What follows belongs to an exercise in optimizing a design on an open flow for small area, a short achievable clock period and few clock cycles per item; a production flow would make more cautious choices. Power figures rest on the tool's default switching activity, not on a simulated workload.

Design wb_stage_top, start of the top module:
module wb_stage_top (
    input  logic        clk_i,
    input  logic        rst_n_i,
    input  logic        in_req_i,
    input  logic [31:0] in_pc_i,
    input  logic [31:0] in_instr_i,
    input  logic [31:0] in_alu_result_i,
    input  logic [31:0] in_store_data_i,
    input  logic        in_rf_we_i,
    input  logic        in_mem_en_i,
    input  logic        in_mem_rw_i,
    input  logic [1:0]  in_csr_cmd_i,
    input  logic [1:0]  in_sel_wb_i,
    input  logic        in_ecall_break_i,
    input  logic        in_ex_exception_i,
    input  logic [3:0]  in_ex_xcause_i,
    input  logic [31:0] in_ex_mtval_i,
    output logic        in_ack_o,
    output logic        commit_rf_we_o,
    output logic [4:0]  commit_rd_o,
    output logic [31:0] commit_wdata_o,
    output logic        commit_exception_o,
    output logic [3:0]  commit_xcause_o,
    output logic [31:0] commit_mtval_o,
    output logic        commit_redirect_o,
    output logic [31:0] commit_redirect_pc_o,
    output logic [31:0] dbus_adr_o,
    output logic [31:0] dbus_dat_o,
    output logic [3:0]  dbus_sel_o,
    output logic        dbus_cyc_o,
    output logic        dbus_stb_o,
    output logic        dbus_we_o,
    input  logic [31:0] dbus_dat_i,
    input  logic        dbus_ack_i,
    input  logic        dbus_err_i
);
    wb_stage u_stage (
        .clk_i                (clk_i),
        .rst_n_i              (rst_n_i),
        .in_req_i             (in_req_i),
        .in_pc_i              (in_pc_i),
        .in_instr_i           (in_instr_i),
        .in_alu_result_i      (in_alu_result_i),
        .in_store_data_i      (in_store_data_i),
  ...
clock: 4.5 ns
lec_check: 0
cap_margin: 20
core_margin: 2
core_utilization: 55
cts_buf_list: sky130_fd_sc_hd__clkbuf_4 sky130_fd_sc_hd__clkbuf_8
place_density: 0.7
setup_slack_margin: 1.8
slew_margin: 20
standard.sh (not shown) runs the stock make flow with config.mk's settings and CLKGATE_MAP_FILE= SYNTH_SCRIPT=/design/flow/synth_recipe.tcl, a recipe that flattens the netlist after the stock synthesis.
==> flow/flow/run.sh <==
#!/bin/bash
# Standard layout, with plain buffers on the ports instead of the delay buffers
# buffer_ports picks by default.
export BUFFER_PORTS_ARGS="-buffer_cell sky130_fd_sc_hd__buf_1"
bash standard.sh > standard.log 2>&1
Edit:
--- a/flow/design.v
+++ b/flow/design.v
@@ -71,16 +71,16 @@
     assign cyc_o        = open_i && bus_o;
     assign sel_o[0] = is_word || (!a[1] && (funct3_i[0] || !a[0]));
     assign sel_o[1] = is_word || (!a[1] && (funct3_i[0] ||  a[0]));
     assign sel_o[2] = is_word || ( a[1] && (funct3_i[0] || !a[0]));
     assign sel_o[3] = is_word || ( a[1] && (funct3_i[0] ||  a[0]));
     assign dat_o[7:0]   = wdata_i[7:0];
     assign dat_o[15:8]  = a[0] ? wdata_i[7:0] : wdata_i[15:8];
-    assign dat_o[23:16] = is_word ? wdata_i[23:16] : wdata_i[7:0];
-    assign dat_o[31:24] = is_word ? wdata_i[31:24] : (a[0] ? wdata_i[7:0] : wdata_i[15:8]);
+    assign dat_o[23:16] = a[1] ? wdata_i[7:0] : wdata_i[23:16];
+    assign dat_o[31:24] = a[1] ? (a[0] ? wdata_i[7:0] : wdata_i[15:8]) : wdata_i[31:24];
     always_comb begin
         unique case (a)
             2'd0:    lane = bus_dat_i[7:0];
             2'd1:    lane = bus_dat_i[15:8];
             2'd2:    lane = bus_dat_i[23:16];
             default: lane = bus_dat_i[31:24];
         endcase
@@ -104,43 +104,51 @@
     input  logic [31:0] trap_pc_i,
     input  logic [3:0]  trap_cause_i,
     input  logic [3:0]  trap_mtval_sel_i,   
     input  logic [31:0] ex_mtval_i,
     input  logic [31:0] addr_val_i,
     input  logic [31:0] instr_i,
     input  logic        rd_en_i,        
+    input  logic        commit_i,       
+    input  logic        exc_i,          
     output logic [31:0] rdata_o,
     output logic        hit_o,
     output logic [31:0] mtvec_o,
     output logic [31:0] mepc_o,
     output logic [3:0]  mcause_o,
     output logic [31:0] mtval_o
 );
     logic [31:2] mtvec_q;
     logic [31:0] mscratch_q;
     logic [31:2] mepc_q;
     logic [3:0]  mcause_q;
     logic [31:0] mtval_q;
     logic        h_mtvec, h_mscratch, h_mepc, h_mcause, h_mtval;
     logic        c_wr, c_set, c_clr;
+    logic        s_mtvec, s_mscratch, s_mepc, s_mcause, s_mtval;
     assign mtvec_o    = {mtvec_q, 2'b00};
     assign mepc_o     = {mepc_q, 2'b00};
     assign mcause_o   = mcause_q;
     assign mtval_o    = mtval_q;
     assign h_mtvec    = addr_i == MTVEC;
     assign h_mscratch = addr_i == MSCRATCH;
     assign h_mepc     = addr_i == MEPC;
     assign h_mcause   = addr_i == MCAUSE;
     assign h_mtval    = addr_i == MTVAL;
     assign hit_o      = h_mtvec | h_mscratch | h_mepc | h_mcause | h_mtval;
-    assign rdata_o = ({32{rd_en_i && h_mtvec}}    & mtvec_o)
-                   | ({32{rd_en_i && h_mscratch}} & mscratch_q)
-                   | ({32{rd_en_i && h_mepc}}     & mepc_o)
-                   | ({32{rd_en_i && h_mcause}}   & {28'b0, mcause_q})
-                   | ({32{rd_en_i && h_mtval}}    & mtval_q);
+    assign s_mtvec    = commit_i ? exc_i  : rd_en_i && h_mtvec;
+    assign s_mepc     = commit_i ? !exc_i : rd_en_i && h_mepc;
+    assign s_mscratch = !commit_i && rd_en_i && h_mscratch;
+    assign s_mcause   = !commit_i && rd_en_i && h_mcause;
+    assign s_mtval    = !commit_i && rd_en_i && h_mtval;
+    assign rdata_o = ({32{s_mtvec}}    & mtvec_o)
+                   | ({32{s_mscratch}} & mscratch_q)
+                   | ({32{s_mepc}}     & mepc_o)
+                   | ({32{s_mcause}}   & {28'b0, mcause_q})
+                   | ({32{s_mtval}}    & mtval_q);
     assign c_wr  = wr_i && cmd_i == CSR_WRITE;
     assign c_set = wr_i && cmd_i == CSR_SET;
     assign c_clr = wr_i && cmd_i == CSR_CLEAR;
     function automatic logic [31:0] upd(input logic [31:0] q, input logic [31:0] w,
                                         input logic hit, input logic wr, input logic set,
                                         input logic clr);
         logic        k;
@@ -351,14 +359,16 @@
         .trap_pc_i    (in_pc_i),
         .trap_cause_i (xcause),
         .trap_mtval_sel_i (mtval_sel),
         .ex_mtval_i   (in_ex_mtval_i),
         .addr_val_i   (in_alu_result_i),
         .instr_i      (in_instr_i),
         .rd_en_i      (in_sel_wb_i == SEL_CSR),
+        .commit_i     (ack_q),
+        .exc_i        (exc_q),
         .rdata_o      (csr_rdata),
         .hit_o        (csr_hit),
         .mtvec_o      (mtvec),
         .mcause_o     (mcause),
         .mtval_o      (mtval_csr),
         .mepc_o       (mepc)
     );
@@ -376,15 +386,15 @@
     assign commit_rf_we_o       = in_rf_we_i && !exc_q;
     assign commit_rd_o          = in_instr_i[11:7];
     assign commit_wdata_o       = wdata_q;
     assign commit_exception_o   = exc_q;
     assign commit_xcause_o      = mcause;
     assign commit_mtval_o       = mtval_csr;
     assign commit_redirect_o    = redirect_q;
-    assign commit_redirect_pc_o = exc_q ? mtvec : mepc;
+    assign commit_redirect_pc_o = csr_rdata;
 endmodule
 `timescale 1ns/10ps
 module wb_stage_top (
     input  logic        clk_i,
     input  logic        rst_n_i,
     input  logic        in_req_i,
     input  logic [31:0] in_pc_i,
Result: Register-to-register slack loses 270 ps; clock power is about the same; worst hold slack improved by 35 ps; utilization goes up by 6.7 points; final area came out higher by 8.8%.
No functional check of the RTL was part of any run of this note.

-- afterwards: timing with drivers on the ports --
The flow's constraints put no driver on any port. The routed layouts listed below were extracted and timed again, unchanged, in two steps.
Step 1 (the two cells are an assumption about what drives the block):
set clk [get_ports {clk_i}]
set_driving_cell -lib_cell sky130_fd_sc_hd__clkbuf_16 $clk
set_driving_cell -lib_cell sky130_fd_sc_hd__buf_2 [delete_from_list [all_inputs] $clk]
Step 2 adds t to the input delays and takes it off the output delays; t is the mean of the earliest and latest rising clock arrival at the registers after step 1. Input paths then give back, and output paths get back, about the clock's delay inside the block.
Three values: no drivers, after step 1, after step 2; two values: the first two.
run | t, ns | setup WS [ns] | worst data-port slew with drivers (ns) | pins driven straight from the clock port
the first run | 0.540 | 1.698 / 1.654 / 1.270 | 0.12 | 1
the second run | 0.523 | 0.885 / 0.835 / 0.409 | 0.08 | 1
After both steps setup and hold are still met in every run listed. The setup slack of the second run, which loses most, moves by -0.050 ns with the drivers and by -0.476 ns with both steps.
